From an optimization exercise on the open Yosys and OpenROAD flow, aimed at small area, a short achievable clock period and few clock cycles; shortcuts taken in it are not production practice. In this exercise RTL edits were held to simulation tests only and were not proved equivalent to the original. Power figures rest on the tool's default switching activity, not on a simulated workload.

===== flow/design.v =====
package axi_ic_pkg;
    localparam int ID_W    = 4;
    localparam int CID_W   = 4;
    localparam int SID_W   = CID_W + ID_W;
    localparam int ADDR_W  = 32;
    localparam int DATA_W  = 32;
    localparam int LEN_W   = 8;
    localparam int N_MST   = 3;
    localparam int N_SLV   = 3;
    localparam int SEL_LSB = 30;      
    localparam int FIFO_AW = 2;
    localparam logic [1:0] RESP_OKAY   = 2'b00;
    localparam logic [1:0] RESP_DECERR = 2'b11;
    localparam int MAR_W = ID_W + ADDR_W + LEN_W + 3 + 2;
    localparam int SAR_W = SID_W + ADDR_W + LEN_W + 3 + 2;
    localparam int SR_W  = SID_W + DATA_W + 2 + 1;
    localparam int MR_W  = ID_W + DATA_W + 2 + 1;
endpackage
module axi_fifo_sync #(
    parameter int W = 1
) (
    input  logic         clk,
    input  logic         arst_n,
    input  logic         wr_vld,
    input  logic [W-1:0] wr_din,
    input  logic         rd_rdy,
    output logic         wr_rdy,
    output logic         rd_vld,
    output logic [W-1:0] rd_dout
);
    localparam int FIFO_AW = axi_ic_pkg::FIFO_AW;
    logic [W-1:0]       mem [1 << FIFO_AW];
    logic [FIFO_AW-1:0] wr_ptr;
    logic [FIFO_AW-1:0] rd_ptr;
    logic [FIFO_AW:0]   count;
    logic               push;
    logic               pop;
    assign wr_rdy  = !count[FIFO_AW];        
    assign rd_vld  = (count != '0);
    assign rd_dout = mem[rd_ptr];
    assign push    = wr_vld && wr_rdy;
    assign pop     = rd_vld && rd_rdy;
    always_ff @(posedge clk or negedge arst_n) begin
        if (!arst_n) begin
            wr_ptr <= '0;
            rd_ptr <= '0;
            count  <= '0;
        end else begin
            if (push) begin
                wr_ptr <= wr_ptr + 1'b1;
            end
            if (pop) begin
                rd_ptr <= rd_ptr + 1'b1;
            end
            case ({push, pop})
                2'b10:   count <= count + 1'b1;
                2'b01:   count <= count - 1'b1;
                default: count <= count;     
            endcase
        end
    end
    always_ff @(posedge clk) begin
        if (push) begin
            mem[wr_ptr] <= wr_din;
        end
    end
endmodule
module ar_router (
    input  logic                                                  clk,
    input  logic                                                  arst_n,
    input  logic [axi_ic_pkg::N_MST-1:0]                          m_vld,
    input  logic [axi_ic_pkg::N_MST*axi_ic_pkg::MAR_W-1:0]        m_ar,
    input  logic [axi_ic_pkg::N_SLV:0]                            s_rdy,
    output logic [axi_ic_pkg::N_MST-1:0]                          m_rdy,
    output logic [axi_ic_pkg::N_SLV:0]                            s_vld,
    output logic [(axi_ic_pkg::N_SLV+1)*axi_ic_pkg::SAR_W-1:0]    s_ar
);
    localparam int N_MST   = axi_ic_pkg::N_MST;
    localparam int N_SLV   = axi_ic_pkg::N_SLV;
    localparam int ID_W    = axi_ic_pkg::ID_W;
    localparam int CID_W   = axi_ic_pkg::CID_W;
    localparam int ADDR_W  = axi_ic_pkg::ADDR_W;
    localparam int SEL_LSB = axi_ic_pkg::SEL_LSB;
    localparam int MAR_W   = axi_ic_pkg::MAR_W;
    localparam int SAR_W   = axi_ic_pkg::SAR_W;
    localparam int SEL_W   = ADDR_W - SEL_LSB;
    localparam int REST_W  = MAR_W - ID_W;     
    logic [N_SLV:0][N_MST-1:0] req;
    logic [N_SLV:0][N_MST-1:0] gnt;
    logic [N_SLV:0][N_MST-1:0] rr_ptr;       
    for (genvar t = 0; t < N_SLV + 1; t++) begin : g_tgt
        for (genvar i = 0; i < N_MST; i++) begin : g_mst
            assign req[t][i] = m_vld[i]
                && (m_ar[i*MAR_W + REST_W - 1 -: SEL_W] == SEL_W'(t));
        end
    end
    always_comb begin : p_gnt
        logic [N_MST-1:0] upper;
        for (int t = 0; t < N_SLV + 1; t++) begin
            upper = req[t] & ~(rr_ptr[t] - 1'b1);    
            if (upper != '0) begin
                gnt[t] = upper & (~upper + 1'b1);
            end else begin
                gnt[t] = req[t] & (~req[t] + 1'b1);  
            end
        end
    end
    always_comb begin
        for (int t = 0; t < N_SLV + 1; t++) begin
            s_vld[t] = |gnt[t];
            s_ar[t*SAR_W +: SAR_W] = '0;
            for (int i = 0; i < N_MST; i++) begin
                if (gnt[t][i]) begin
                    s_ar[t*SAR_W +: SAR_W] = {CID_W'(i + 1), m_ar[i*MAR_W +: MAR_W]};
                end
            end
        end
    end
    always_comb begin
        for (int i = 0; i < N_MST; i++) begin
            m_rdy[i] = 1'b0;
            for (int t = 0; t < N_SLV + 1; t++) begin
                if (gnt[t][i] && s_rdy[t]) begin
                    m_rdy[i] = 1'b1;
                end
            end
        end
    end
    always_ff @(posedge clk or negedge arst_n) begin
        if (!arst_n) begin
            for (int t = 0; t < N_SLV + 1; t++) begin
                rr_ptr[t] <= N_MST'(1);
            end
        end else begin
            for (int t = 0; t < N_SLV + 1; t++) begin
                if (s_vld[t] && s_rdy[t]) begin
                    rr_ptr[t] <= {gnt[t][N_MST-2:0], gnt[t][N_MST-1]};   
                end
            end
        end
    end
endmodule
module decerr_slave (
    input  logic                         clk,
    input  logic                         arst_n,
    input  logic                         ar_vld,
    input  logic [axi_ic_pkg::SAR_W-1:0] ar,
    input  logic                         r_rdy,
    output logic                         ar_rdy,
    output logic                         r_vld,
    output logic [axi_ic_pkg::SR_W-1:0]  r
);
    localparam int SID_W  = axi_ic_pkg::SID_W;
    localparam int LEN_W  = axi_ic_pkg::LEN_W;
    localparam int DATA_W = axi_ic_pkg::DATA_W;
    localparam int SAR_W  = axi_ic_pkg::SAR_W;
    logic             busy;
    logic [LEN_W-1:0] beats_left;
    logic [SID_W-1:0] sid_q;
    logic             last;
    assign ar_rdy = !busy;
    assign r_vld  = busy;
    assign last   = (beats_left == '0);
    assign r = {sid_q, DATA_W'(0), axi_ic_pkg::RESP_DECERR, last};
    always_ff @(posedge clk or negedge arst_n) begin
        if (!arst_n) begin
            busy       <= 1'b0;
            beats_left <= '0;
        end else if (ar_vld && ar_rdy) begin
            busy       <= 1'b1;
            beats_left <= ar[5 +: LEN_W];    
        end else if (r_vld && r_rdy) begin
            if (last) begin
                busy <= 1'b0;
            end else begin
                beats_left <= beats_left - 1'b1;
            end
        end
    end
    always_ff @(posedge clk) begin
        if (ar_vld && ar_rdy) begin
            sid_q <= ar[SAR_W-1 -: SID_W];
        end
    end
endmodule
module r_router (
    input  logic                                               clk,
    input  logic                                               arst_n,
    input  logic [axi_ic_pkg::N_SLV:0]                         s_vld,
    input  logic [(axi_ic_pkg::N_SLV+1)*axi_ic_pkg::SR_W-1:0]  s_r,
    input  logic [axi_ic_pkg::N_MST-1:0]                       m_rdy,
    output logic [axi_ic_pkg::N_SLV:0]                         s_rdy,
    output logic [axi_ic_pkg::N_MST-1:0]                       m_vld,
    output logic [axi_ic_pkg::N_MST*axi_ic_pkg::MR_W-1:0]      m_r
);
    localparam int N_MST = axi_ic_pkg::N_MST;
    localparam int N_SLV = axi_ic_pkg::N_SLV;
    localparam int CID_W = axi_ic_pkg::CID_W;
    localparam int SR_W  = axi_ic_pkg::SR_W;
    localparam int MR_W  = axi_ic_pkg::MR_W;
    logic [N_MST-1:0][N_SLV:0] req;
    logic [N_MST-1:0][N_SLV:0] gnt;
    logic [N_MST-1:0][N_SLV:0] rr_ptr;
    logic [N_MST-1:0][N_SLV:0] lock_src;
    logic [N_MST-1:0]          lock;         
    for (genvar m = 0; m < N_MST; m++) begin : g_mst
        for (genvar s = 0; s < N_SLV + 1; s++) begin : g_src
            assign req[m][s] = s_vld[s] && (s_r[s*SR_W + SR_W - 1 -: CID_W] == CID_W'(m + 1));
        end
    end
    always_comb begin : p_gnt
        logic [N_SLV:0] upper;
        for (int m = 0; m < N_MST; m++) begin
            upper = req[m] & ~(rr_ptr[m] - 1'b1);
            if (lock[m]) begin
                gnt[m] = lock_src[m] & req[m];   
            end else if (upper != '0) begin
                gnt[m] = upper & (~upper + 1'b1);
            end else begin
                gnt[m] = req[m] & (~req[m] + 1'b1);
            end
        end
    end
    always_comb begin
        for (int m = 0; m < N_MST; m++) begin
            m_vld[m] = |gnt[m];
            m_r[m*MR_W +: MR_W] = '0;
            for (int s = 0; s < N_SLV + 1; s++) begin
                if (gnt[m][s]) begin
                    m_r[m*MR_W +: MR_W] = s_r[s*SR_W +: MR_W];    
                end
            end
        end
        for (int s = 0; s < N_SLV + 1; s++) begin
            s_rdy[s] = 1'b0;
            for (int m = 0; m < N_MST; m++) begin
                if (gnt[m][s] && m_rdy[m]) begin
                    s_rdy[s] = 1'b1;
                end
            end
        end
    end
    always_ff @(posedge clk or negedge arst_n) begin
        if (!arst_n) begin
            for (int m = 0; m < N_MST; m++) begin
                lock[m]     <= 1'b0;
                lock_src[m] <= '0;
                rr_ptr[m]   <= (N_SLV + 1)'(1);
            end
        end else begin
            for (int m = 0; m < N_MST; m++) begin
                if (m_vld[m] && m_rdy[m] && m_r[m*MR_W]) begin
                    lock[m]   <= 1'b0;
                    rr_ptr[m] <= {gnt[m][N_SLV-1:0], gnt[m][N_SLV]};
                end else if (m_vld[m]) begin
                    lock[m]     <= 1'b1;
                    lock_src[m] <= gnt[m];
                end
            end
        end
    end
endmodule
module axi_interconnect (
    input  logic                                         axi_clk,
    input  logic                                         arst_n,
    input  logic [axi_ic_pkg::N_MST*axi_ic_pkg::ID_W-1:0]   m_axi_arid,
    input  logic [axi_ic_pkg::N_MST*axi_ic_pkg::ADDR_W-1:0] m_axi_araddr,
    input  logic [axi_ic_pkg::N_MST*axi_ic_pkg::LEN_W-1:0]  m_axi_arlen,
    input  logic [axi_ic_pkg::N_MST*3-1:0]                  m_axi_arsize,
    input  logic [axi_ic_pkg::N_MST*2-1:0]                  m_axi_arburst,
    input  logic [axi_ic_pkg::N_MST-1:0]                    m_axi_arvalid,
    output logic [axi_ic_pkg::N_MST-1:0]                    m_axi_arready,
    output logic [axi_ic_pkg::N_MST*axi_ic_pkg::ID_W-1:0]   m_axi_rid,
    output logic [axi_ic_pkg::N_MST*axi_ic_pkg::DATA_W-1:0] m_axi_rdata,
    output logic [axi_ic_pkg::N_MST*2-1:0]                  m_axi_rresp,
    output logic [axi_ic_pkg::N_MST-1:0]                    m_axi_rlast,
    output logic [axi_ic_pkg::N_MST-1:0]                    m_axi_rvalid,
    input  logic [axi_ic_pkg::N_MST-1:0]                    m_axi_rready,
    output logic [axi_ic_pkg::N_SLV*axi_ic_pkg::SID_W-1:0]  s_axi_arid,
    output logic [axi_ic_pkg::N_SLV*axi_ic_pkg::ADDR_W-1:0] s_axi_araddr,
    output logic [axi_ic_pkg::N_SLV*axi_ic_pkg::LEN_W-1:0]  s_axi_arlen,
    output logic [axi_ic_pkg::N_SLV*3-1:0]                  s_axi_arsize,
    output logic [axi_ic_pkg::N_SLV*2-1:0]                  s_axi_arburst,
    output logic [axi_ic_pkg::N_SLV-1:0]                    s_axi_arvalid,
    input  logic [axi_ic_pkg::N_SLV-1:0]                    s_axi_arready,
    input  logic [axi_ic_pkg::N_SLV*axi_ic_pkg::SID_W-1:0]  s_axi_rid,
    input  logic [axi_ic_pkg::N_SLV*axi_ic_pkg::DATA_W-1:0] s_axi_rdata,
    input  logic [axi_ic_pkg::N_SLV*2-1:0]                  s_axi_rresp,
    input  logic [axi_ic_pkg::N_SLV-1:0]                    s_axi_rlast,
    input  logic [axi_ic_pkg::N_SLV-1:0]                    s_axi_rvalid,
    output logic [axi_ic_pkg::N_SLV-1:0]                    s_axi_rready
);
    localparam int N_MST  = axi_ic_pkg::N_MST;
    localparam int N_SLV  = axi_ic_pkg::N_SLV;
    localparam int ID_W   = axi_ic_pkg::ID_W;
    localparam int SID_W  = axi_ic_pkg::SID_W;
    localparam int ADDR_W = axi_ic_pkg::ADDR_W;
    localparam int DATA_W = axi_ic_pkg::DATA_W;
    localparam int LEN_W  = axi_ic_pkg::LEN_W;
    localparam int MAR_W  = axi_ic_pkg::MAR_W;
    localparam int SAR_W  = axi_ic_pkg::SAR_W;
    localparam int SR_W   = axi_ic_pkg::SR_W;
    localparam int MR_W   = axi_ic_pkg::MR_W;
    logic [N_MST*MAR_W-1:0]     m_ar_q;
    logic [N_MST-1:0]           m_ar_vld;
    logic [N_MST-1:0]           m_ar_rdy;
    logic [(N_SLV+1)*SAR_W-1:0] s_ar_d;      
    logic [N_SLV:0]             s_ar_vld;
    logic [N_SLV:0]             s_ar_rdy;
    logic [(N_SLV+1)*SR_W-1:0]  s_r_q;
    logic [N_SLV:0]             s_r_vld;
    logic [N_SLV:0]             s_r_rdy;
    logic [N_MST*MR_W-1:0]      m_r_d;
    logic [N_MST-1:0]           m_r_vld;
    logic [N_MST-1:0]           m_r_rdy;
    for (genvar i = 0; i < N_MST; i++) begin : g_mst
        logic [MR_W-1:0] m_r_q;
        axi_fifo_sync #(.W(MAR_W)) u_fifo_ar_m (
            .clk     (axi_clk),
            .arst_n  (arst_n),
            .wr_vld  (m_axi_arvalid[i]),
            .wr_din  ({m_axi_arid[i*ID_W +: ID_W], m_axi_araddr[i*ADDR_W +: ADDR_W],
                       m_axi_arlen[i*LEN_W +: LEN_W], m_axi_arsize[i*3 +: 3],
                       m_axi_arburst[i*2 +: 2]}),
            .rd_rdy  (m_ar_rdy[i]),
            .wr_rdy  (m_axi_arready[i]),
            .rd_vld  (m_ar_vld[i]),
            .rd_dout (m_ar_q[i*MAR_W +: MAR_W])
        );
        axi_fifo_sync #(.W(MR_W)) u_fifo_r_m (
            .clk     (axi_clk),
            .arst_n  (arst_n),
            .wr_vld  (m_r_vld[i]),
            .wr_din  (m_r_d[i*MR_W +: MR_W]),
            .rd_rdy  (m_axi_rready[i]),
            .wr_rdy  (m_r_rdy[i]),
            .rd_vld  (m_axi_rvalid[i]),
            .rd_dout (m_r_q)
        );
        assign {m_axi_rid[i*ID_W +: ID_W], m_axi_rdata[i*DATA_W +: DATA_W],
                m_axi_rresp[i*2 +: 2], m_axi_rlast[i]} = m_r_q;
    end
    for (genvar i = 0; i < N_SLV; i++) begin : g_slv
        logic [SAR_W-1:0] s_ar_q;
        axi_fifo_sync #(.W(SAR_W)) u_fifo_ar_s (
            .clk     (axi_clk),
            .arst_n  (arst_n),
            .wr_vld  (s_ar_vld[i]),
            .wr_din  (s_ar_d[i*SAR_W +: SAR_W]),
            .rd_rdy  (s_axi_arready[i]),
            .wr_rdy  (s_ar_rdy[i]),
            .rd_vld  (s_axi_arvalid[i]),
            .rd_dout (s_ar_q)
        );
        assign {s_axi_arid[i*SID_W +: SID_W], s_axi_araddr[i*ADDR_W +: ADDR_W],
                s_axi_arlen[i*LEN_W +: LEN_W], s_axi_arsize[i*3 +: 3],
                s_axi_arburst[i*2 +: 2]} = s_ar_q;
        axi_fifo_sync #(.W(SR_W)) u_fifo_r_s (
            .clk     (axi_clk),
            .arst_n  (arst_n),
            .wr_vld  (s_axi_rvalid[i]),
            .wr_din  ({s_axi_rid[i*SID_W +: SID_W], s_axi_rdata[i*DATA_W +: DATA_W],
                       s_axi_rresp[i*2 +: 2], s_axi_rlast[i]}),
            .rd_rdy  (s_r_rdy[i]),
            .wr_rdy  (s_axi_rready[i]),
            .rd_vld  (s_r_vld[i]),
            .rd_dout (s_r_q[i*SR_W +: SR_W])
        );
    end
    ar_router u_ar_router (
        .clk    (axi_clk),
        .arst_n (arst_n),
        .m_vld  (m_ar_vld),
        .m_ar   (m_ar_q),
        .s_rdy  (s_ar_rdy),
        .m_rdy  (m_ar_rdy),
        .s_vld  (s_ar_vld),
        .s_ar   (s_ar_d)
    );
    decerr_slave u_decerr_slave (
        .clk    (axi_clk),
        .arst_n (arst_n),
        .ar_vld (s_ar_vld[N_SLV]),
        .ar     (s_ar_d[N_SLV*SAR_W +: SAR_W]),
        .r_rdy  (s_r_rdy[N_SLV]),
        .ar_rdy (s_ar_rdy[N_SLV]),
        .r_vld  (s_r_vld[N_SLV]),
        .r      (s_r_q[N_SLV*SR_W +: SR_W])
    );
    r_router u_r_router (
        .clk    (axi_clk),
        .arst_n (arst_n),
        .s_vld  (s_r_vld),
        .s_r    (s_r_q),
        .m_rdy  (m_r_rdy),
        .s_rdy  (s_r_rdy),
        .m_vld  (m_r_vld),
        .m_r    (m_r_d)
    );
endmodule

===== flow/config.mk =====
export PLATFORM = sky130hd
export DESIGN_NAME = axi_interconnect
export DESIGN_NICKNAME = axi_interconnect
export VERILOG_FILES = /design/flow/design.v
export SDC_FILE = /design/flow/constraint.sdc
export NUM_CORES = 4
export LEC_CHECK = 0
export CAP_MARGIN = 20
export CORE_MARGIN = 2
export CORE_UTILIZATION = 40
export SLEW_MARGIN = 20

===== flow/constraint.sdc =====
create_clock -name core_clock -period 4.5 [get_ports {axi_clk}]
set_input_delay 0.9000 -clock core_clock [delete_from_list [all_inputs] [get_ports {axi_clk}]]
set_output_delay 0.9000 -clock core_clock [all_outputs]
set_load 0.01 [all_outputs]

===== flow/run.sh =====
#!/bin/bash
# synth_recipe.tcl (not shown) runs the flow's synth.tcl, then flattens the netlist and writes it again
# the make line also repeats each setting of config.mk as NAME=value (left out here)
make -C /OpenROAD-flow-scripts/flow DESIGN_CONFIG=/design/flow/config.mk WORK_HOME=/design/flow/orfs CLKGATE_MAP_FILE= SYNTH_SCRIPT=/design/flow/synth_recipe.tcl finish

==> metrics.yaml, run 1 <==
die:
  die_x_um: 485
  die_h_um: 485
  rows: 176
  coreArea_um2: 230000
  initial_core_util: 0.402
  dieArea_um2: 235000
  io_pins: 578
clocking:
  cts_root_buf: "clkbuf_16"
  insertion_delay_ns: 0.91
  cts.sinks: 2322
  cts_tree: "done"
  clk_pin_slew_ns: 0.06
  clk_path_buf_depth: 3
  numCtsBuffers: 233
  cts_setup_buffers: 0
  htree_levels: 4
detailed_routing:
  wl_met2_um: 122000
  routedWlPerCell_um: 29.5
  vias: 49100
  drt-total-wl_um: 255000
  wl_met1_um: 101000
  dr.first_iter.drc_count: 6111
  top_layer: "met5"
  drc_errors: 0
  ant_nets: 0
  vias_per_cell: 5.67
  wl_met3_um: 23600
  firstDrtPassIters: 10
timing:
  period_share: 0.927
  relSlewSlack: 0.325
  slew_violations: 0
  fin_setup_tns_ns: 0
  rsz0062_at_grt: "no"
  skew_ns: 0.137
  hold_viol_final: 0
  max_freq_ghz: 0.240
  worst_pin_slew_ns: 1.00
  setup_viol: 0
  post-route-min-period_ns: 4.17
  whs_ns: 0.476
run_status:
  status: "finished clean"
synthesis:
  yosys_register_bits: 2322
  ys_types: 92
  netlist_area_um2: 92400
  synth_warnings: 7
  syn_area_per_cell_um2: 19.7
  async_flop_share: 0.0568
  yosysSeqAreaShare: 0.748
  synthDominantCellAreaShare: 0.712
  synth_area_leader_cell: "edfxtp_1"
  synth_edf_count: 2190
  syn_inst: 4683
  synth_area_leaders: "edfxtp_1 (71%), mux4_2 (13%), dfrtp_1 (3.4%), a222oi_1 (1.2%), ha_1 (0.92%)"
  synth_ff_type: "edfxtp_1"
layout:
  fillers: 19000
  fin_util: 0.481
  multi_input_area_um2: 21600
  final_common_cell: "edfxtp_1"
  final_layout_size_suffix_gt1_frac: 0.215
  layout.nets: 5776
  final_cell_mix: "edfxtp_1 (2190), clkdlybuf4s50_1 (570), mux4_2 (544), clkbuf_16 (234), inv_1 (211)"
  syn_to_final_growth_pct: 19.7
  regArea_um2: 69100
critical_path:
  r2r_end: "g_mst[0].u_fifo_r_m.count[2]"
  endpoint: "g_mst[0].u_fifo_r_m.count[2]"
  cp_slowest_stage_delay_ns: 0.54
  reg2reg_slack_ns: 0.33
  critPathCaptureType: "flop"
  path_cells: "mux4_2 -> nor2b_1 -> nand3_1 -> a31oi_1 -> or2_0 -> nand4_1 -> and2_1 -> inv_1 -> ha_1 -> inv_1 -> fa_1 -> xor2_1 -> nor2_1 -> xnor2_1"
  r2r_start: "g_slv[2].u_fifo_r_s.rd_ptr[0]"
  crit_path_start_kind: "flop"
  reg2reg_depth: 14
  critical_path_class: "flop to flop"
  critPathMostFrequentCell: "inv_1"
  cpMaxStageDelayCell: "mux4_2"
  crit_fanout: 7
  setup.worst_path.start: "g_slv[2].u_fifo_r_s.rd_ptr[0]"
  crit_required_ns: 5.28
  cp.arrival_ns: 4.95
global_routing:
  track_usage: 0.214
  gr-total-overflow: 0
  grt_max_degree: 77
  grt_pass1_wl_um: 359000
  first_global_vias: 48600
  antenna_found_initial: 72
worst_hold_path:
  hold_class: "flop to flop"
pwr:
  p_leak_nw: 36.7
  peakVddDrop_uv: 609
  power_per_cell_area_nw_per_um2: 748
place:
  hpwlAfterDp_um: 179000
  io_buffer_count: 571
  gp_congestion: 0.868
run:
  maxCapViolCount: 0
## routing by layer
metal | track usage | vias up
li1 | - | 20700
met1 | 0.288 | 25700
met2 | 0.342 | 2088
met3 | 0.0574 | 487
met4 | 0.0655 | 100
met5 | 0 | -
## critical path: cells and delay by family, from the launching register on
family	cells	cell delay, ns
compound gates	1	0.44
xor+xnor	2	0.27
fa+ha+maj	2	0.54
buf+inv	2	0.13
flops	1	0.45
mux	1	0.54
simple gates	6	1.73
## cells in the mapped netlist, types with 49 or more instances
cell	number
mux4_2	544
a221oi_1	73
a22oi_1	49
nor2_1	170
nand2_1	200
ha_1	68
dfrtp_1	125
nand3_1	66
and2_1	58
edfxtp_1	2190
inv_1	211
nor3_1	80
clkbuf_1	193
xnor2_1	55
a222oi_1	107
## worst min path at each step
stage                                              from                       endpoint  slack (ns)  depth (start not counted)
after global placement     g_mst[1].u_fifo_r_m.count[1]   g_mst[1].u_fifo_r_m.count[1]        0.46                          2
after CTS                 g_slv[1].u_fifo_ar_s.count[0]  g_slv[1].u_fifo_ar_s.count[0]        0.48                          1
after global routing      g_slv[0].u_fifo_ar_s.count[0]  g_slv[0].u_fifo_ar_s.count[0]        0.49                          1
final                     g_slv[0].u_fifo_ar_s.count[0]  g_slv[0].u_fifo_ar_s.count[0]        0.48                          1
after floorplan            g_mst[0].u_fifo_r_m.count[0]   g_mst[0].u_fifo_r_m.count[0]        0.45                          1
after detailed placement  g_slv[1].u_fifo_ar_s.count[0]  g_slv[1].u_fifo_ar_s.count[0]        0.46                          1
## final cells by class
| cell class | count | area share |
|---|---|---|
| flip-flops and latches | 2322 | 0.625 |
| multi-input cells | 1888 | 0.195 |
| repair buffers | 748 | 0.0687 |
| clock buffers | 286 | 0.0551 |
| well taps | 3026 | 0.0342 |
| clock inverters | 148 | 0.0145 |
| inverters | 213 | 0.00723 |
| diodes | 19 | 0.000430 |
## metrics by stage
stage	std cells	worst slack, ns	total power, mW	area [um^2]
after floorplan	4704	0.373	49.2	92400
after global placement	8196	0.276	63.7	103000
after detailed placement	8196	0.245	64.2	103000
after CTS	8631	0.250	83.5	111000
after global routing	8632	0.0716	86.2	111000
final	8650	0.330	82.8	111000
## repair_timing
action | in CTS | in global routing
setup endpoints to repair | 0 | 1
resized for setup | 0 | 1
hold buffers | 1 | 0
hold endpoints to repair | 34 | 0
## power by group
part	internal [mW]	switching, mW	leakage (nW)	total, mW
Combinational	12.1	19.2	11.4	31.3
Clock	11.0	8.27	3.73	19.3
Sequential	30.5	1.70	21.6	32.2
Total	53.6	29.2	36.7	82.8
## flip-flops by register name, indices dropped and copies added (netlist names), 9 cells and up
register / cells
g_slv.u_fifo_r_s.mem: 516
g_slv.u_fifo_ar_s.count: 9
g_mst.u_fifo_ar_m.mem: 588
g_slv.u_fifo_r_s.count: 9
g_slv.u_fifo_ar_s.mem: 612
u_ar_router.rr_ptr: 12
u_r_router.rr_ptr: 12
u_r_router.lock_src: 12
g_mst.u_fifo_r_m.count: 9
g_mst.u_fifo_r_m.mem: 468
g_mst.u_fifo_ar_m.count: 9
## logic make-up after synthesis
group           share of synthesized area
flops                               0.748
compound gates                     0.0402
fa+ha+maj                          0.0118
other cells                     0.0000406
simple gates                       0.0360
buf+inv                            0.0213
xor+xnor                          0.00759
mux                                 0.135
Testbench counts, summed over its fixed seeds: cycles 7,254.
==> run 2: changes to the inputs <==
--- a/flow/design.v
+++ b/flow/design.v
@@ -112,5 +112,6 @@
             for (int i = 0; i < N_MST; i++) begin
                 if (gnt[t][i]) begin
-                    s_ar[t*SAR_W +: SAR_W] = {CID_W'(i + 1), m_ar[i*MAR_W +: MAR_W]};
+                    s_ar[t*SAR_W +: SAR_W] = s_ar[t*SAR_W +: SAR_W]
+                                           | {CID_W'(i + 1), m_ar[i*MAR_W +: MAR_W]};
                 end
             end
@@ -136,4 +137,6 @@
                 if (s_vld[t] && s_rdy[t]) begin
                     rr_ptr[t] <= {gnt[t][N_MST-2:0], gnt[t][N_MST-1]};   
+                end else if (s_vld[t]) begin
+                    rr_ptr[t] <= gnt[t];                                 
                 end
             end
@@ -165,20 +168,17 @@
     always_ff @(posedge clk or negedge arst_n) begin
         if (!arst_n) begin
-            busy       <= 1'b0;
-            beats_left <= '0;
+            busy <= 1'b0;
         end else if (ar_vld && ar_rdy) begin
-            busy       <= 1'b1;
-            beats_left <= ar[5 +: LEN_W];    
-        end else if (r_vld && r_rdy) begin
-            if (last) begin
-                busy <= 1'b0;
-            end else begin
-                beats_left <= beats_left - 1'b1;
-            end
+            busy <= 1'b1;
+        end else if (r_vld && r_rdy && last) begin
+            busy <= 1'b0;
         end
     end
     always_ff @(posedge clk) begin
         if (ar_vld && ar_rdy) begin
-            sid_q <= ar[SAR_W-1 -: SID_W];
+            sid_q      <= ar[SAR_W-1 -: SID_W];
+            beats_left <= ar[5 +: LEN_W];    
+        end else if (r_vld && r_rdy) begin
+            beats_left <= beats_left - 1'b1;
         end
     end
@@ -201,6 +201,5 @@
     logic [N_MST-1:0][N_SLV:0] req;
     logic [N_MST-1:0][N_SLV:0] gnt;
-    logic [N_MST-1:0][N_SLV:0] rr_ptr;
-    logic [N_MST-1:0][N_SLV:0] lock_src;
+    logic [N_MST-1:0][N_SLV:0] rr_ptr;       
     logic [N_MST-1:0]          lock;         
     for (genvar m = 0; m < N_MST; m++) begin : g_mst
@@ -214,5 +213,5 @@
             upper = req[m] & ~(rr_ptr[m] - 1'b1);
             if (lock[m]) begin
-                gnt[m] = lock_src[m] & req[m];   
+                gnt[m] = rr_ptr[m] & req[m];     
             end else if (upper != '0) begin
                 gnt[m] = upper & (~upper + 1'b1);
@@ -228,5 +227,5 @@
             for (int s = 0; s < N_SLV + 1; s++) begin
                 if (gnt[m][s]) begin
-                    m_r[m*MR_W +: MR_W] = s_r[s*SR_W +: MR_W];    
+                    m_r[m*MR_W +: MR_W] = m_r[m*MR_W +: MR_W] | s_r[s*SR_W +: MR_W];    
                 end
             end
@@ -244,7 +243,6 @@
         if (!arst_n) begin
             for (int m = 0; m < N_MST; m++) begin
-                lock[m]     <= 1'b0;
-                lock_src[m] <= '0;
-                rr_ptr[m]   <= (N_SLV + 1)'(1);
+                lock[m]   <= 1'b0;
+                rr_ptr[m] <= (N_SLV + 1)'(1);
             end
         end else begin
@@ -254,6 +252,6 @@
                     rr_ptr[m] <= {gnt[m][N_SLV-1:0], gnt[m][N_SLV]};
                 end else if (m_vld[m]) begin
-                    lock[m]     <= 1'b1;
-                    lock_src[m] <= gnt[m];
+                    lock[m]   <= 1'b1;
+                    rr_ptr[m] <= gnt[m];
                 end
             end
@@ -315,56 +313,24 @@
     logic [N_MST-1:0]           m_r_rdy;
     for (genvar i = 0; i < N_MST; i++) begin : g_mst
-        logic [MR_W-1:0] m_r_q;
-        axi_fifo_sync #(.W(MAR_W)) u_fifo_ar_m (
-            .clk     (axi_clk),
-            .arst_n  (arst_n),
-            .wr_vld  (m_axi_arvalid[i]),
-            .wr_din  ({m_axi_arid[i*ID_W +: ID_W], m_axi_araddr[i*ADDR_W +: ADDR_W],
-                       m_axi_arlen[i*LEN_W +: LEN_W], m_axi_arsize[i*3 +: 3],
-                       m_axi_arburst[i*2 +: 2]}),
-            .rd_rdy  (m_ar_rdy[i]),
-            .wr_rdy  (m_axi_arready[i]),
-            .rd_vld  (m_ar_vld[i]),
-            .rd_dout (m_ar_q[i*MAR_W +: MAR_W])
-        );
-        axi_fifo_sync #(.W(MR_W)) u_fifo_r_m (
-            .clk     (axi_clk),
-            .arst_n  (arst_n),
-            .wr_vld  (m_r_vld[i]),
-            .wr_din  (m_r_d[i*MR_W +: MR_W]),
-            .rd_rdy  (m_axi_rready[i]),
-            .wr_rdy  (m_r_rdy[i]),
-            .rd_vld  (m_axi_rvalid[i]),
-            .rd_dout (m_r_q)
-        );
+        assign m_ar_q[i*MAR_W +: MAR_W] = {m_axi_arid[i*ID_W +: ID_W], m_axi_araddr[i*ADDR_W +: ADDR_W],
+                                           m_axi_arlen[i*LEN_W +: LEN_W], m_axi_arsize[i*3 +: 3],
+                                           m_axi_arburst[i*2 +: 2]};
+        assign m_ar_vld[i]      = m_axi_arvalid[i];
+        assign m_axi_arready[i] = m_ar_rdy[i];
         assign {m_axi_rid[i*ID_W +: ID_W], m_axi_rdata[i*DATA_W +: DATA_W],
-                m_axi_rresp[i*2 +: 2], m_axi_rlast[i]} = m_r_q;
+                m_axi_rresp[i*2 +: 2], m_axi_rlast[i]} = m_r_d[i*MR_W +: MR_W];
+        assign m_axi_rvalid[i]  = m_r_vld[i];
+        assign m_r_rdy[i]       = m_axi_rready[i];
     end
     for (genvar i = 0; i < N_SLV; i++) begin : g_slv
-        logic [SAR_W-1:0] s_ar_q;
-        axi_fifo_sync #(.W(SAR_W)) u_fifo_ar_s (
-            .clk     (axi_clk),
-            .arst_n  (arst_n),
-            .wr_vld  (s_ar_vld[i]),
-            .wr_din  (s_ar_d[i*SAR_W +: SAR_W]),
-            .rd_rdy  (s_axi_arready[i]),
-            .wr_rdy  (s_ar_rdy[i]),
-            .rd_vld  (s_axi_arvalid[i]),
-            .rd_dout (s_ar_q)
-        );
         assign {s_axi_arid[i*SID_W +: SID_W], s_axi_araddr[i*ADDR_W +: ADDR_W],
                 s_axi_arlen[i*LEN_W +: LEN_W], s_axi_arsize[i*3 +: 3],
-                s_axi_arburst[i*2 +: 2]} = s_ar_q;
-        axi_fifo_sync #(.W(SR_W)) u_fifo_r_s (
-            .clk     (axi_clk),
-            .arst_n  (arst_n),
-            .wr_vld  (s_axi_rvalid[i]),
-            .wr_din  ({s_axi_rid[i*SID_W +: SID_W], s_axi_rdata[i*DATA_W +: DATA_W],
-                       s_axi_rresp[i*2 +: 2], s_axi_rlast[i]}),
-            .rd_rdy  (s_r_rdy[i]),
-            .wr_rdy  (s_axi_rready[i]),
-            .rd_vld  (s_r_vld[i]),
-            .rd_dout (s_r_q[i*SR_W +: SR_W])
-        );
+                s_axi_arburst[i*2 +: 2]} = s_ar_d[i*SAR_W +: SAR_W];
+        assign s_axi_arvalid[i] = s_ar_vld[i];
+        assign s_ar_rdy[i]      = s_axi_arready[i];
+        assign s_r_q[i*SR_W +: SR_W] = {s_axi_rid[i*SID_W +: SID_W], s_axi_rdata[i*DATA_W +: DATA_W],
+                                        s_axi_rresp[i*2 +: 2], s_axi_rlast[i]};
+        assign s_r_vld[i]       = s_axi_rvalid[i];
+        assign s_axi_rready[i]  = s_r_rdy[i];
     end
     ar_router u_ar_router (
--- a/flow/config.mk
+++ b/flow/config.mk
@@ -7,5 +7,5 @@
 export LEC_CHECK = 0
 export CAP_MARGIN = 20
-export CORE_MARGIN = 2
-export CORE_UTILIZATION = 40
+export CORE_AREA = 45 45 155 155
+export DIE_AREA = 0 0 200 200
 export SLEW_MARGIN = 20
==> metrics.yaml, run 2 <==
synthesis:
  yosysSeqAreaShare: 0.128
  async_flop_share: 0.667
  synthDominantCellAreaShare: 0.298
  ys_types: 73
  synth_warnings: 3
  synth_area_leader_cell: "a222oi_1"
  synth_edf_count: 14
  netlist_area_um2: 8820
  synth_area_leaders: "a222oi_1 (30%), buf_4 (14%), inv_1 (11%), dfrtp_1 (6.0%), edfxtp_1 (4.8%)"
  syn_inst: 1233
  synthTopCellsByCount: "inv_1 (270), a222oi_1 (263), buf_4 (159)"
  yosys_register_bits: 42
  syn_area_per_cell_um2: 7.16
  synth_ff_type: "dfrtp_1"
  synth.most_common_cell: "inv_1"
place:
  io_buffer_count: 567
die:
  die_h_um: 200
  rows: 39
  initial_core_util: 0.760
  io_pins: 578
  die_x_um: 200
run_status:
  firstError: "[ERROR GPL-0301] Utilization 128.846 % exceeds 100%."
  status: "stopped before the end"
  failing_step: "global placement (3_3_place_gp)"
==> run 2: cell types whose count changed after synthesis, moves of 59 or more <==
| cell | previous run | this run |
|---|---|---|
| clkbuf_1 | 193 | 96 |
| nand2_1 | 200 | 81 |
| ha_1 | 68 | 9 |
| edfxtp_1 | 2190 | 14 |
| inv_1 | 211 | 270 |
| nor2_1 | 170 | 33 |
| buf_4 | 18 | 159 |
| a222oi_1 | 107 | 263 |
| mux4_2 | 544 | 0 |
| nor3_1 | 80 | 13 |
| dfrtp_1 | 125 | 21 |
| a221oi_1 | 73 | 8 |
==> run 2: kinds of logic after synthesis <==
| logic type | share of synthesized area |
|---|---|
| AO/OA/AOI/OAI | 0.400 |
| XOR/XNOR | 0.0119 |
| adder cells (fa/ha/maj) | 0.0128 |
| buffers and inverters | 0.297 |
| flip-flops | 0.128 |
| multiplexers | 0.00794 |
| other | 0.000425 |
| AND/OR/NAND/NOR | 0.142 |
Testbench counts of run 2, summed over its fixed seeds: cycles 7,505.
==> run 3: changes to the inputs <==
--- a/flow/config.mk
+++ b/flow/config.mk
@@ -7,5 +7,5 @@
 export LEC_CHECK = 0
 export CAP_MARGIN = 20
-export CORE_AREA = 45 45 155 155
-export DIE_AREA = 0 0 200 200
+export CORE_MARGIN = 2
+export CORE_UTILIZATION = 40
 export SLEW_MARGIN = 20
==> metrics.yaml, run 3 <==
run_status:
  failing_step: "I/O pin placement (3_2_place_iop)"
  status: "stopped before the end"
  firstError: "[ERROR PPL-0024] Number of IO pins (578) exceeds maximum number of available positions (544). Increase the die perimeter from 610.08um to 786.08um."
synthesis:
  synth_warnings: 3
  yosysSeqAreaShare: 0.128
  synth.most_common_cell: "inv_1"
  syn_area_per_cell_um2: 7.16
  synth_edf_count: 14
  synth_ff_type: "dfrtp_1"
  yosys_register_bits: 42
  async_flop_share: 0.667
  synthDominantCellAreaShare: 0.298
  netlist_area_um2: 8820
  synth_area_leaders: "a222oi_1 (30%), buf_4 (14%), inv_1 (11%), dfrtp_1 (6.0%), edfxtp_1 (4.8%)"
  synthTopCellsByCount: "inv_1 (270), a222oi_1 (263), buf_4 (159)"
  ys_types: 73
  syn_inst: 1233
  synth_area_leader_cell: "a222oi_1"
die:
  die_h_um: 153
  initial_core_util: 0.406
  rows: 54
  die_x_um: 153
run 3: kinds of logic after synthesis:
family | synth area share
simple gates | 0.142
other cells | 0.000425
mux | 0.00794
xor+xnor | 0.0119
buf+inv | 0.297
flops | 0.128
fa+ha+maj | 0.0128
compound gates | 0.400
==> run 4: changes to the inputs <==
--- a/flow/design.v
+++ b/flow/design.v
@@ -74,5 +74,6 @@
     output logic [axi_ic_pkg::N_MST-1:0]                          m_rdy,
     output logic [axi_ic_pkg::N_SLV:0]                            s_vld,
-    output logic [(axi_ic_pkg::N_SLV+1)*axi_ic_pkg::SAR_W-1:0]    s_ar
+    output logic [(axi_ic_pkg::N_SLV+1)*axi_ic_pkg::SAR_W-1:0]    s_ar,
+    output logic [axi_ic_pkg::N_MST-1:0]                          err_src    
 );
     localparam int N_MST   = axi_ic_pkg::N_MST;
@@ -86,21 +87,24 @@
     localparam int SEL_W   = ADDR_W - SEL_LSB;
     localparam int REST_W  = MAR_W - ID_W;     
+    logic [N_SLV:0][N_MST-1:0] hit;          
     logic [N_SLV:0][N_MST-1:0] req;
-    logic [N_SLV:0][N_MST-1:0] gnt;
-    logic [N_SLV:0][N_MST-1:0] rr_ptr;       
+    logic [N_SLV:0][N_MST-1:0] cand;         
+    logic [N_SLV:0][N_MST-1:0] nxt;
     for (genvar t = 0; t < N_SLV + 1; t++) begin : g_tgt
         for (genvar i = 0; i < N_MST; i++) begin : g_mst
-            assign req[t][i] = m_vld[i]
-                && (m_ar[i*MAR_W + REST_W - 1 -: SEL_W] == SEL_W'(t));
+            assign hit[t][i] = (m_ar[i*MAR_W + REST_W - 1 -: SEL_W] == SEL_W'(t));
+            assign req[t][i] = m_vld[i] && hit[t][i];
         end
     end
-    always_comb begin : p_gnt
-        logic [N_MST-1:0] upper;
+    assign err_src = cand[N_SLV];
+    always_comb begin
         for (int t = 0; t < N_SLV + 1; t++) begin
-            upper = req[t] & ~(rr_ptr[t] - 1'b1);    
-            if (upper != '0) begin
-                gnt[t] = upper & (~upper + 1'b1);
-            end else begin
-                gnt[t] = req[t] & (~req[t] + 1'b1);  
+            nxt[t] = cand[t];
+            for (int k = N_MST; k >= 1; k--) begin
+                for (int i = 0; i < N_MST; i++) begin
+                    if (cand[t][i] && req[t][(i + k) % N_MST]) begin
+                        nxt[t] = N_MST'(1) << ((i + k) % N_MST);
+                    end
+                end
             end
         end
@@ -108,8 +112,8 @@
     always_comb begin
         for (int t = 0; t < N_SLV + 1; t++) begin
-            s_vld[t] = |gnt[t];
+            s_vld[t] = |(cand[t] & req[t]);
             s_ar[t*SAR_W +: SAR_W] = '0;
             for (int i = 0; i < N_MST; i++) begin
-                if (gnt[t][i]) begin
+                if (cand[t][i]) begin
                     s_ar[t*SAR_W +: SAR_W] = s_ar[t*SAR_W +: SAR_W]
                                            | {CID_W'(i + 1), m_ar[i*MAR_W +: MAR_W]};
@@ -122,5 +126,5 @@
             m_rdy[i] = 1'b0;
             for (int t = 0; t < N_SLV + 1; t++) begin
-                if (gnt[t][i] && s_rdy[t]) begin
+                if (cand[t][i] && hit[t][i] && s_rdy[t]) begin
                     m_rdy[i] = 1'b1;
                 end
@@ -131,12 +135,10 @@
         if (!arst_n) begin
             for (int t = 0; t < N_SLV + 1; t++) begin
-                rr_ptr[t] <= N_MST'(1);
+                cand[t] <= N_MST'(1) << (t % N_MST);
             end
         end else begin
             for (int t = 0; t < N_SLV + 1; t++) begin
-                if (s_vld[t] && s_rdy[t]) begin
-                    rr_ptr[t] <= {gnt[t][N_MST-2:0], gnt[t][N_MST-1]};   
-                end else if (s_vld[t]) begin
-                    rr_ptr[t] <= gnt[t];                                 
+                if (!(s_vld[t] && !s_rdy[t])) begin    
+                    cand[t] <= nxt[t];
                 end
             end
@@ -149,10 +151,14 @@
     input  logic                         ar_vld,
     input  logic [axi_ic_pkg::SAR_W-1:0] ar,
+    input  logic [axi_ic_pkg::N_MST-1:0] ar_src,   
     input  logic                         r_rdy,
     output logic                         ar_rdy,
     output logic                         r_vld,
-    output logic [axi_ic_pkg::SR_W-1:0]  r
+    output logic [axi_ic_pkg::SR_W-1:0]  r,
+    output logic [axi_ic_pkg::N_MST-1:0] r_dst     
 );
-    localparam int SID_W  = axi_ic_pkg::SID_W;
+    localparam int N_MST  = axi_ic_pkg::N_MST;
+    localparam int ID_W   = axi_ic_pkg::ID_W;
+    localparam int CID_W  = axi_ic_pkg::CID_W;
     localparam int LEN_W  = axi_ic_pkg::LEN_W;
     localparam int DATA_W = axi_ic_pkg::DATA_W;
@@ -160,10 +166,12 @@
     logic             busy;
     logic [LEN_W-1:0] beats_left;
-    logic [SID_W-1:0] sid_q;
+    logic [ID_W-1:0]  id_q;
+    logic [N_MST-1:0] dst_q;
     logic             last;
     assign ar_rdy = !busy;
     assign r_vld  = busy;
+    assign r_dst  = dst_q;
     assign last   = (beats_left == '0);
-    assign r = {sid_q, DATA_W'(0), axi_ic_pkg::RESP_DECERR, last};
+    assign r = {CID_W'(0), id_q, DATA_W'(0), axi_ic_pkg::RESP_DECERR, last};
     always_ff @(posedge clk or negedge arst_n) begin
         if (!arst_n) begin
@@ -177,5 +185,6 @@
     always_ff @(posedge clk) begin
         if (ar_vld && ar_rdy) begin
-            sid_q      <= ar[SAR_W-1 -: SID_W];
+            id_q       <= ar[SAR_W-CID_W-1 -: ID_W];
+            dst_q      <= ar_src;
             beats_left <= ar[5 +: LEN_W];    
         end else if (r_vld && r_rdy) begin
@@ -189,4 +198,5 @@
     input  logic [axi_ic_pkg::N_SLV:0]                         s_vld,
     input  logic [(axi_ic_pkg::N_SLV+1)*axi_ic_pkg::SR_W-1:0]  s_r,
+    input  logic [axi_ic_pkg::N_MST-1:0]                       err_dst,   
     input  logic [axi_ic_pkg::N_MST-1:0]                       m_rdy,
     output logic [axi_ic_pkg::N_SLV:0]                         s_rdy,
@@ -196,26 +206,30 @@
     localparam int N_MST = axi_ic_pkg::N_MST;
     localparam int N_SLV = axi_ic_pkg::N_SLV;
+    localparam int N_SRC = N_SLV + 1;
     localparam int CID_W = axi_ic_pkg::CID_W;
     localparam int SR_W  = axi_ic_pkg::SR_W;
     localparam int MR_W  = axi_ic_pkg::MR_W;
+    logic [N_MST-1:0][N_SLV:0] hit;          
     logic [N_MST-1:0][N_SLV:0] req;
-    logic [N_MST-1:0][N_SLV:0] gnt;
-    logic [N_MST-1:0][N_SLV:0] rr_ptr;       
+    logic [N_MST-1:0][N_SLV:0] cand;         
+    logic [N_MST-1:0][N_SLV:0] nxt;
     logic [N_MST-1:0]          lock;         
+    logic [N_MST-1:0]          done;         
     for (genvar m = 0; m < N_MST; m++) begin : g_mst
-        for (genvar s = 0; s < N_SLV + 1; s++) begin : g_src
-            assign req[m][s] = s_vld[s] && (s_r[s*SR_W + SR_W - 1 -: CID_W] == CID_W'(m + 1));
+        for (genvar s = 0; s < N_SLV; s++) begin : g_src
+            assign hit[m][s] = (s_r[s*SR_W + SR_W - CID_W +: 2] == 2'(m + 1));
         end
+        assign hit[m][N_SLV] = err_dst[m];
+        assign req[m] = hit[m] & s_vld;
     end
-    always_comb begin : p_gnt
-        logic [N_SLV:0] upper;
+    always_comb begin
         for (int m = 0; m < N_MST; m++) begin
-            upper = req[m] & ~(rr_ptr[m] - 1'b1);
-            if (lock[m]) begin
-                gnt[m] = rr_ptr[m] & req[m];     
-            end else if (upper != '0) begin
-                gnt[m] = upper & (~upper + 1'b1);
-            end else begin
-                gnt[m] = req[m] & (~req[m] + 1'b1);
+            nxt[m] = cand[m];
+            for (int k = N_SRC; k >= 1; k--) begin
+                for (int s = 0; s < N_SRC; s++) begin
+                    if (cand[m][s] && req[m][(s + k) % N_SRC]) begin
+                        nxt[m] = N_SRC'(1) << ((s + k) % N_SRC);
+                    end
+                end
             end
         end
@@ -223,16 +237,17 @@
     always_comb begin
         for (int m = 0; m < N_MST; m++) begin
-            m_vld[m] = |gnt[m];
+            m_vld[m] = |(cand[m] & req[m]);
             m_r[m*MR_W +: MR_W] = '0;
-            for (int s = 0; s < N_SLV + 1; s++) begin
-                if (gnt[m][s]) begin
+            for (int s = 0; s < N_SRC; s++) begin
+                if (cand[m][s]) begin
                     m_r[m*MR_W +: MR_W] = m_r[m*MR_W +: MR_W] | s_r[s*SR_W +: MR_W];    
                 end
             end
+            done[m] = m_vld[m] && m_rdy[m] && m_r[m*MR_W];
         end
-        for (int s = 0; s < N_SLV + 1; s++) begin
+        for (int s = 0; s < N_SRC; s++) begin
             s_rdy[s] = 1'b0;
             for (int m = 0; m < N_MST; m++) begin
-                if (gnt[m][s] && m_rdy[m]) begin
+                if (cand[m][s] && hit[m][s] && m_rdy[m]) begin
                     s_rdy[s] = 1'b1;
                 end
@@ -243,15 +258,16 @@
         if (!arst_n) begin
             for (int m = 0; m < N_MST; m++) begin
-                lock[m]   <= 1'b0;
-                rr_ptr[m] <= (N_SLV + 1)'(1);
+                lock[m] <= 1'b0;
+                cand[m] <= N_SRC'(1) << m;
             end
         end else begin
             for (int m = 0; m < N_MST; m++) begin
-                if (m_vld[m] && m_rdy[m] && m_r[m*MR_W]) begin
-                    lock[m]   <= 1'b0;
-                    rr_ptr[m] <= {gnt[m][N_SLV-1:0], gnt[m][N_SLV]};
+                if (done[m]) begin
+                    lock[m] <= 1'b0;
                 end else if (m_vld[m]) begin
-                    lock[m]   <= 1'b1;
-                    rr_ptr[m] <= gnt[m];
+                    lock[m] <= 1'b1;
+                end
+                if (done[m] || !(lock[m] || m_vld[m])) begin
+                    cand[m] <= nxt[m];
                 end
             end
@@ -312,4 +328,6 @@
     logic [N_MST-1:0]           m_r_vld;
     logic [N_MST-1:0]           m_r_rdy;
+    logic [N_MST-1:0]           err_src;     
+    logic [N_MST-1:0]           err_dst;     
     for (genvar i = 0; i < N_MST; i++) begin : g_mst
         assign m_ar_q[i*MAR_W +: MAR_W] = {m_axi_arid[i*ID_W +: ID_W], m_axi_araddr[i*ADDR_W +: ADDR_W],
@@ -342,5 +360,6 @@
         .m_rdy  (m_ar_rdy),
         .s_vld  (s_ar_vld),
-        .s_ar   (s_ar_d)
+        .s_ar   (s_ar_d),
+        .err_src(err_src)
     );
     decerr_slave u_decerr_slave (
@@ -349,8 +368,10 @@
         .ar_vld (s_ar_vld[N_SLV]),
         .ar     (s_ar_d[N_SLV*SAR_W +: SAR_W]),
+        .ar_src (err_src),
         .r_rdy  (s_r_rdy[N_SLV]),
         .ar_rdy (s_ar_rdy[N_SLV]),
         .r_vld  (s_r_vld[N_SLV]),
-        .r      (s_r_q[N_SLV*SR_W +: SR_W])
+        .r      (s_r_q[N_SLV*SR_W +: SR_W]),
+        .r_dst  (err_dst)
     );
     r_router u_r_router (
@@ -359,4 +380,5 @@
         .s_vld  (s_r_vld),
         .s_r    (s_r_q),
+        .err_dst(err_dst),
         .m_rdy  (m_r_rdy),
         .s_rdy  (s_r_rdy),
==> flow/flow/run.sh (new file) <==
#!/bin/bash
# The standard layout, with plain buf_1 cells as the port buffers instead of
# the delay buffers buffer_ports picks by default.
set -euo pipefail
export BUFFER_PORTS_ARGS="-buffer_cell sky130_fd_sc_hd__buf_1"
bash standard.sh finish > standard.log 2>&1
==> flow/standard.sh (new file) <==
#!/bin/bash
# synth_recipe.tcl (not shown) runs the flow's synth.tcl, then flattens the netlist and writes it again
# the make line also repeats each setting of config.mk as NAME=value (left out here)
make -C /OpenROAD-flow-scripts/flow DESIGN_CONFIG=/design/flow/config.mk WORK_HOME=/design/flow/orfs CLKGATE_MAP_FILE= SYNTH_SCRIPT=/design/flow/synth_recipe.tcl "${@:-finish}"
--- a/flow/config.mk
+++ b/flow/config.mk
@@ -7,5 +7,6 @@
 export LEC_CHECK = 0
 export CAP_MARGIN = 20
-export CORE_MARGIN = 2
-export CORE_UTILIZATION = 40
+export CORE_AREA = 25 25 175 175
+export DIE_AREA = 0 0 200 200
+export SETUP_SLACK_MARGIN = 1.8
 export SLEW_MARGIN = 20
removed: flow/run.sh
==> metrics.yaml, run 4 <==
critical_path:
  r2r_start: "u_ar_router.cand[10]"
  crit_required_ns: 3.60
  path_buf_inv: 3
  crit_fanout: 15
  cp.arrival_ns: 1.82
  r2r_end: "u_decerr_slave.beats_left[2]"
  crit_path_start_kind: "flop"
  path_cells: "buf_6 -> a222oi_1 -> inv_1 -> buf_1"
  cp_slowest_stage_delay_ns: 0.61
  critical_path_class: "flop to primary output"
  reg2reg_depth: 4
  cpMaxStageDelayCell: "dfrtp_4"
  reg2reg_slack_ns: 1.99
  path_delay_family: "flip-flops"
  critPathCaptureType: "primary output"
synthesis:
  synth_ff_type: "dfrtp_1"
  netlist_area_um2: 8920
  synth_warnings: 3
  yosys_register_bits: 43
  synth_area_leaders: "a222oi_1 (29%), buf_4 (14%), inv_1 (11%), dfrtp_1 (5.9%), edfxtp_1 (5.1%)"
  synthDominantCellAreaShare: 0.290
  synthTopCellsByCount: "a222oi_1 (258), inv_1 (256), buf_4 (163)"
  synth.most_common_cell: "a222oi_1"
  async_flop_share: 0.651
  synth_area_leader_cell: "a222oi_1"
  synth_edf_count: 15
  yosysSeqAreaShare: 0.130
  ys_types: 85
  syn_area_per_cell_um2: 7.29
  syn_inst: 1223
pwr:
  intPower_mw: 2.25
  p_clk_frac: 0.083
  p_seq_frac: 0.188
  total_power_mw: 5.15
  p_leak_nw: 5.19
  netSwitchingFraction: 0.563
  p_switching_mw: 2.90
  power_per_cell_area_nw_per_um2: 475
  peakVddDrop_uv: 217
  share_comb_of_total_power: 0.729
global_routing:
  use_met2: 0.416
  grt_max_degree: 57
  gr-usage-met1: 0.263
  antenna_found_initial: 6
  first_global_vias: 10800
  grt_pass1_wl_um: 76200
  gr-total-overflow: 0
  grt.busiest_layer: "met2"
  grt_use_met3: 0.105
  track_usage: 0.240
clocking:
  cts.sinks: 43
  clk_pin_slew_ns: 0.07
  cts_tree: "done"
  numCtsBuffers: 5
  clk_path_buf_depth: 2
  htree_levels: 2
  cts_root_buf: "clkbuf_16"
  hold_buffers: 0
  insertion_delay_ns: 0.28
timing:
  post-route-min-period_ns: 2.72
  period_share: 0.604
  hold_viol_final: 0
  worst_pin_slew_ns: 0.763
  rsz0062_at_grt: "yes"
  relSlewSlack: 0.491
  skew_ns: 0.00303
  setup_viol: 0
  slew_violations: 0
  max_freq_ghz: 0.368
  setup_ws_ns: 1.78
  fin_setup_tns_ns: 0
worst_hold_path:
  holdPathStages: 2
  whs_endpoint: "u_r_router.lock[1]"
  hold_class: "flop to flop"
  min_from: "u_r_router.lock[1]"
layout:
  fin_util: 0.493
  layout.nets: 1867
  final_common_cell: "buf_1"
  final_cell_mix: "buf_1 (534), a222oi_1 (258), inv_1 (255), nand2_1 (57), nor2_1 (37)"
  top_regs: "u_ar_router.cand: 12 flops, u_r_router.cand: 12 flops, u_decerr_slave.beats_left: 8 flops"
  syn_to_final_growth_pct: 21.3
  final_layout_size_suffix_gt1_frac: 0.0984
run:
  maxCapViolCount: 0
die:
  die_x_um: 200
  coreArea_um2: 22000
  dieArea_um2: 40000
  die_h_um: 200
  rows: 54
  initial_core_util: 0.406
  io_pins: 578
place:
  hpwlAfterDp_um: 41900
  io_buffer_count: 565
  gp_congestion: 0.852
  pre_cts_slack_ns: 1.33
detailed_routing:
  firstDrtPassIters: 12
  vias: 12300
  vias_per_cell: 6.61
  routedWlPerCell_um: 31.2
  dr.first_iter.drc_count: 2886
  ant_nets: 0
  drt-total-wl_um: 58100
  drc_errors: 0
run_status:
  status: "finished clean"
## run 4: changes by cell type after synthesis, sizes merged, moves of 9 or more
cell	before	now
buf	169	201
a22oi	2	32
nand2	81	58
inv	271	256
nand2b	14	1
nand3	11	23
and3b	2	13
clkbuf	96	85
mux2	0	9
## run 4: layer usage
| metal | vias up | routed length (um) |
|---|---|---|
| li1 | 5336 | - |
| met4 | 2 | 1880 |
| met5 | - | 7 |
| met2 | 1064 | 28300 |
| met1 | 5775 | 18600 |
| met3 | 132 | 9370 |
## run 4: timing repair
action,in CTS,in global routing
endpoints found under the setup margin,287,106
resized for setup,57,35
pin swaps,2,8
buffers inserted,15,34
## run 4: cell families after synthesis
kind of cell,after synthesis,share of synthesized area
AO/OA/AOI/OAI,407,0.412
buffers and inverters,542,0.302
flip-flops,43,0.130
other,1,0.000420
adder cells (fa/ha/maj),2,0.00281
multiplexers,14,0.0187
AND/OR/NAND/NOR,209,0.129
XOR/XNOR,5,0.00491
## run 4: worst max-delay path by stage
stage | endpoint | slack (ns) | start | cells past startpoint
floorplan | s_axi_arvalid[1] | 1.95 | m_axi_araddr[31] | 4
global placement | u_decerr_slave.beats_left[0] | 1.36 | m_axi_araddr[95] | 5
CTS | s_axi_arvalid[2] | 1.79 | m_axi_araddr[94] | 5
detailed placement | u_decerr_slave.beats_left[0] | 1.33 | m_axi_araddr[95] | 5
global route | m_axi_rvalid[0] | 1.74 | s_axi_rvalid[1] | 4
finish | m_axi_rdata[54] | 1.78 | u_r_router.cand[6] | 4
## run 4: final cells by class
type / count / area, um^2
Fill cell: 2323 / 11100
Timing Repair Buffer: 626 / 2940
Multi-Input combinational cell: 643 / 5150
Inverter: 256 / 961
Clock buffer: 5 / 125
Clock inverter: 3 / 42.5
Antenna cell: 7 / 17.5
Tap cell: 280 / 350
Sequential cell: 43 / 1230
## run 4: worst min-delay path: cells and delay by family (launching register included)
kind | cells | cell delay, ns
and+or+nand+nor | 2 | 0.15
DFF | 1 | 0.32
## run 4: power groups by stage
stage	combinational, mW	sequential, mW	clock [mW]
after global placement	3.08	1.18	0
final	3.75	0.967	0.425
after CTS	3.38	1.08	0.434
after detailed placement	3.08	1.17	0
after floorplan	2.50	0.589	0
after global routing	4.08	0.981	0.454
## run 4: stage by stage
step | instance area (um^2) | hold slack [ns] | cells
5_1_grt | 10800 | 0.572 | 1860
4_1_cts | 10300 | 0.513 | 1822
3_3_place_gp | 9780 | 0.488 | 1799
2_1_floorplan | 8940 | 0.423 | 1228
6_report | 10800 | 0.507 | 1863
3_5_place_dp | 9780 | 0.498 | 1799
Testbench counts of run 4, summed over its fixed seeds: cycles 7,526.

==> separate check: timing with driven ports <==
How much do the figures lean on ideal ports? The routed layouts below were timed once more, with nothing changed but the port constraints.
Step 1: set_driving_cell puts a clkbuf_16 on axi_clk and a buf_2 on each other input, an assumption about the parent block.
Step 2 times the ports against the registers' clock, not the clock port: input delays grow and output delays shrink by t, the midpoint of the rising clock arrivals with the driver on.
Slacks: no drivers / after step 1 / after step 2; pairs: no drivers / after step 1.
| run | t, ns | setup slack, ns | clock arrival spread, ns |
|---|---|---|---|
| run 1 | 0.932 | 0.330 / 0.330 / 0.330 | 0.138 / 0.138 |
| run 4 | 0.331 | 1.782 / 1.734 / 1.627 | 0.003 / 0.003 |
After both steps setup and hold are still met in every run listed. For run 4, which loses most, drivers alone change the setup slack by -0.048 ns; drivers and shift together by -0.155 ns.
